This is an optimization exercise on Yosys and OpenROAD, whose aim is small area, a short achievable clock period and few clock cycles per item, not a production implementation. The RTL was checked by simulation tests, not by an equivalence proof against the original design. Power is estimated from default activity; no workload was simulated.

==> flow/design.v <==
module cpu_top (
    input  logic        clk,
    input  logic        reset,
    output logic [31:0] instr_addr,
    input  logic [31:0] instr_data,
    output logic        wb_cyc_o,
    output logic        wb_stb_o,
    output logic        wb_we_o,
    output logic [31:0] wb_adr_o,
    output logic [31:0] wb_dat_o,
    input  logic        wb_ack_i,
    input  logic [31:0] wb_dat_i
);
    logic [31:2] pc;
    logic        e_wr, e_ld, e_st;      
    logic        e_sub, e_add, e_and, e_or, e_slt;
    logic        e_far, e_fad, e_fan;   
    logic        e_fbr, e_fbd, e_fbn;   
    logic        e_obr, e_obd, e_obn;   
    logic        e_imb;                 
    logic [4:0]  e_rd;
    logic [31:0] e_a, e_b;
    logic [11:0] e_imm;
    logic        m_wr, m_ld, m_mem, m_st;
    logic [4:0]  m_rd;
    logic [31:0] m_res, m_sd;
    logic [31:0] regs [1:31];
    logic        busy;
    logic [31:0] wd;
    assign busy = m_mem && !wb_ack_i;
    assign wd   = m_ld ? wb_dat_i : m_res;
    assign wb_cyc_o = m_mem;
    assign wb_stb_o = m_mem;
    assign wb_we_o  = m_st;
    assign wb_adr_o = m_res;
    assign wb_dat_o = m_sd;
    always_ff @(posedge clk) begin
        if (m_wr && !busy) regs[m_rd] <= wd;
    end
    logic [31:0] ins;
    logic [6:0]  opc;
    logic [2:0]  f3;
    logic [4:0]  rs1, rs2, rd;
    logic        is_ld, is_st, is_ai, is_r, f3_ok, r_ok, d_wr, d_sub;
    logic [31:0] rv1, rv2;
    assign ins   = instr_data;
    assign opc   = ins[6:0];
    assign f3    = ins[14:12];
    assign rd    = ins[11:7];
    assign rs1   = ins[19:15];
    assign rs2   = ins[24:20];
    assign is_ld = (opc == 7'b0000011);
    assign is_st = (opc == 7'b0100011);
    assign is_ai = (opc == 7'b0010011);
    assign is_r  = (opc == 7'b0110011);
    assign f3_ok = (f3 == 3'b000) || (f3 == 3'b111) || (f3 == 3'b110) || (f3 == 3'b010);
    assign r_ok  = (ins[31:25] == 7'b0000000 && f3_ok) ||
                   (ins[31:25] == 7'b0100000 && f3 == 3'b000);
    assign d_wr  = (is_ld || (is_ai && f3_ok) || (is_r && r_ok)) && (rd != 5'd0);
    assign d_sub = is_r && ins[30];
    logic [31:1] oh1, oh2;
    logic [31:0] mx1, mx2;
    logic        byp1, byp2;
    always_comb begin
        mx1 = '0;
        mx2 = '0;
        for (int i = 1; i < 32; i++) begin
            oh1[i] = (rs1 == 5'(i));
            oh2[i] = (rs2 == 5'(i));
            mx1 = mx1 | (regs[i] & {32{oh1[i]}});
            mx2 = mx2 | (regs[i] & {32{oh2[i]}});
        end
    end
    assign byp1 = m_wr && m_rd == rs1;
    assign byp2 = m_wr && m_rd == rs2;
    assign rv1  = byp1 ? wd : mx1;
    assign rv2  = byp2 ? wd : mx2;
    always_ff @(posedge clk) begin
        if (reset) begin
            pc   <= '0;
            e_wr <= 1'b0;
            e_ld <= 1'b0;
            e_st <= 1'b0;
        end else if (!busy) begin
            pc   <= pc + 30'd1;
            e_wr <= d_wr;
            e_ld <= is_ld;
            e_st <= is_st;
        end
    end
    always_ff @(posedge clk) begin
        if (!busy) begin
            e_sub <= d_sub || (f3 == 3'b010 && (is_r || is_ai));
            e_add <= !((is_r || is_ai) && (f3 == 3'b111 || f3 == 3'b110 || f3 == 3'b010));
            e_and <= (is_r || is_ai) && f3 == 3'b111;
            e_or  <= (is_r || is_ai) && f3 == 3'b110;
            e_slt <= (is_r || is_ai) && f3 == 3'b010;
            e_far <= e_wr && !e_ld && e_rd == rs1;
            e_fad <= e_wr &&  e_ld && e_rd == rs1;
            e_fan <= !(e_wr && e_rd == rs1);
            e_fbr <= e_wr && !e_ld && e_rd == rs2;
            e_fbd <= e_wr &&  e_ld && e_rd == rs2;
            e_fbn <= !(e_wr && e_rd == rs2);
            e_obr <= is_r && e_wr && !e_ld && e_rd == rs2;
            e_obd <= is_r && e_wr &&  e_ld && e_rd == rs2;
            e_obn <= is_r && !(e_wr && e_rd == rs2);
            e_imb <= !is_r;
            e_rd  <= rd;
            e_a   <= rv1;
            e_b   <= rv2;
            e_imm <= is_st ? {ins[31:25], ins[11:7]} : ins[31:20];
        end
    end
    assign instr_addr = {pc, 2'b00};
    logic [31:0] opa, opr2, opb, opbx, sum, res;
    logic        lt;
    assign opa  = (m_res & {32{e_far}}) | (wb_dat_i & {32{e_fad}}) | (e_a & {32{e_fan}});
    assign opr2 = (m_res & {32{e_fbr}}) | (wb_dat_i & {32{e_fbd}}) | (e_b & {32{e_fbn}});
    assign opb  = (m_res & {32{e_obr}}) | (wb_dat_i & {32{e_obd}}) |
                  (e_b & {32{e_obn}}) | ({{20{e_imm[11]}}, e_imm} & {32{e_imb}});
    assign opbx = opb ^ {32{e_sub}};
    logic [31:0] g0, p0;
    logic [31:0] gk [0:5];
    logic [31:0] pk [0:5];
    logic [32:0] cy;
    assign g0 = opa & opbx;
    assign p0 = opa ^ opbx;
    always_comb begin
        gk[0] = g0;
        pk[0] = p0;
        gk[0][0] = g0[0] | (p0[0] & e_sub);
        for (int l = 0; l < 5; l++) begin
            for (int i = 0; i < 32; i++) begin
                if (i >= (1 << l)) begin
                    gk[l+1][i] = gk[l][i] | (pk[l][i] & gk[l][i - (1 << l)]);
                    pk[l+1][i] = pk[l][i] & pk[l][i - (1 << l)];
                end else begin
                    gk[l+1][i] = gk[l][i];
                    pk[l+1][i] = pk[l][i];
                end
            end
        end
        cy = {gk[5], e_sub};
    end
    assign sum = p0 ^ cy[31:0];
    assign lt  = (opa[31] ^ opb[31]) ? opa[31] : sum[31];
    assign res = (sum & {32{e_add}}) | ((opa & opb) & {32{e_and}}) |
                 ((opa | opb) & {32{e_or}}) | {31'd0, lt & e_slt};
    always_ff @(posedge clk) begin
        if (reset) begin
            m_wr  <= 1'b0;
            m_ld  <= 1'b0;
            m_mem <= 1'b0;
            m_st  <= 1'b0;
        end else if (!busy) begin
            m_wr  <= e_wr;
            m_ld  <= e_ld;
            m_mem <= e_ld || e_st;
            m_st  <= e_st;
        end
    end
    always_ff @(posedge clk) begin
        if (!busy) begin
            m_rd  <= e_rd;
            m_res <= res;
            m_sd  <= opr2;
        end
    end
endmodule
Settings: LEC_CHECK=0, CAP_MARGIN=25, CORE_MARGIN=2, CORE_UTILIZATION=50, CTS_BUF_LIST=sky130_fd_sc_hd__clkbuf_4 sky130_fd_sc_hd__clkbuf_8, GPL_ROUTABILITY_DRIVEN=1, SETUP_SLACK_MARGIN=3.5, SLEW_MARGIN=25; clock period 6.5 ns.
run.sh (not shown) runs the stock make flow with config.mk's settings and CLKGATE_MAP_FILE= SYNTH_SCRIPT=/design/flow/synth_recipe.tcl, a recipe that flattens the netlist after the stock synthesis.
The starting point passed the timing, design-rule and antenna checks.
Testbench counts at the start, summed over its fixed seeds: cycles 8,263, instrs 8,247.
Edit:
--- a/flow/design.v
+++ b/flow/design.v
@@ -143,10 +143,11 @@
         cy = {gk[5], e_sub};
     end
     assign sum = p0 ^ cy[31:0];
     assign lt  = (opa[31] ^ opb[31]) ? opa[31] : sum[31];
-    assign res = (sum & {32{e_add}}) | ((opa & opb) & {32{e_and}}) |
-                 ((opa | opb) & {32{e_or}}) | {31'd0, lt & e_slt};
+    logic [31:0] lres;
+    assign lres = ((opa & opb) & {32{e_and}}) | ((opa | opb) & {32{e_or}}) | {31'd0, lt & e_slt};
+    assign res  = e_add ? sum : lres;
     always_ff @(posedge clk) begin
         if (reset) begin
             m_wr  <= 1'b0;
             m_ld  <= 1'b0;
Effect: The new run produced a clean layout; utilization went up by 0.27 points; critical path depth went up by 5; power went up by 1.7%; routed wire length went up by 0.89%; count of clock-buffer cells in the layout went down by 2; final cell count went down by 4.9%; clock power went up by 3.7%; global-route usage went up by 0.85 points; worst setup slack degrades by 0.084 ns; synthesized area went down by 0.81%; sequential power barely changes.
Testbench counts after the change, summed over its fixed seeds: cycles 8,263, instrs 8,247.

[port drivers added, routing unchanged]
In the flow no input, the clock included, has a driving cell. The finished layouts below were timed again as built, in two steps.
Step 1 sets driving cells, clkbuf_16 on the clock port and buf_2 on the other inputs (assumed; they add their load-dependent delay and slew).
Step 2, shift: input delay + t, output delay - t, t = (earliest + latest rising clock arrival at the registers) / 2. This alone moves slack from input paths to output paths.
Slacks: ideal / step 1 / step 2; pairs: ideal / step 1.
run	t, ns	setup WS [ns]	worst hold slack (ns)	worst data-port slew with drivers (ns)
the first run	0.964	2.856 / 2.856 / 1.992	0.453 / 0.453 / 0.453	0.12
the second run	0.959	2.772 / 2.772 / 1.871	0.455 / 0.455 / 0.455	0.09
After both steps setup and hold are still met in every run listed. For the second run, which loses most, drivers alone change the setup slack by 0.000 ns; drivers and shift together by -0.901 ns.
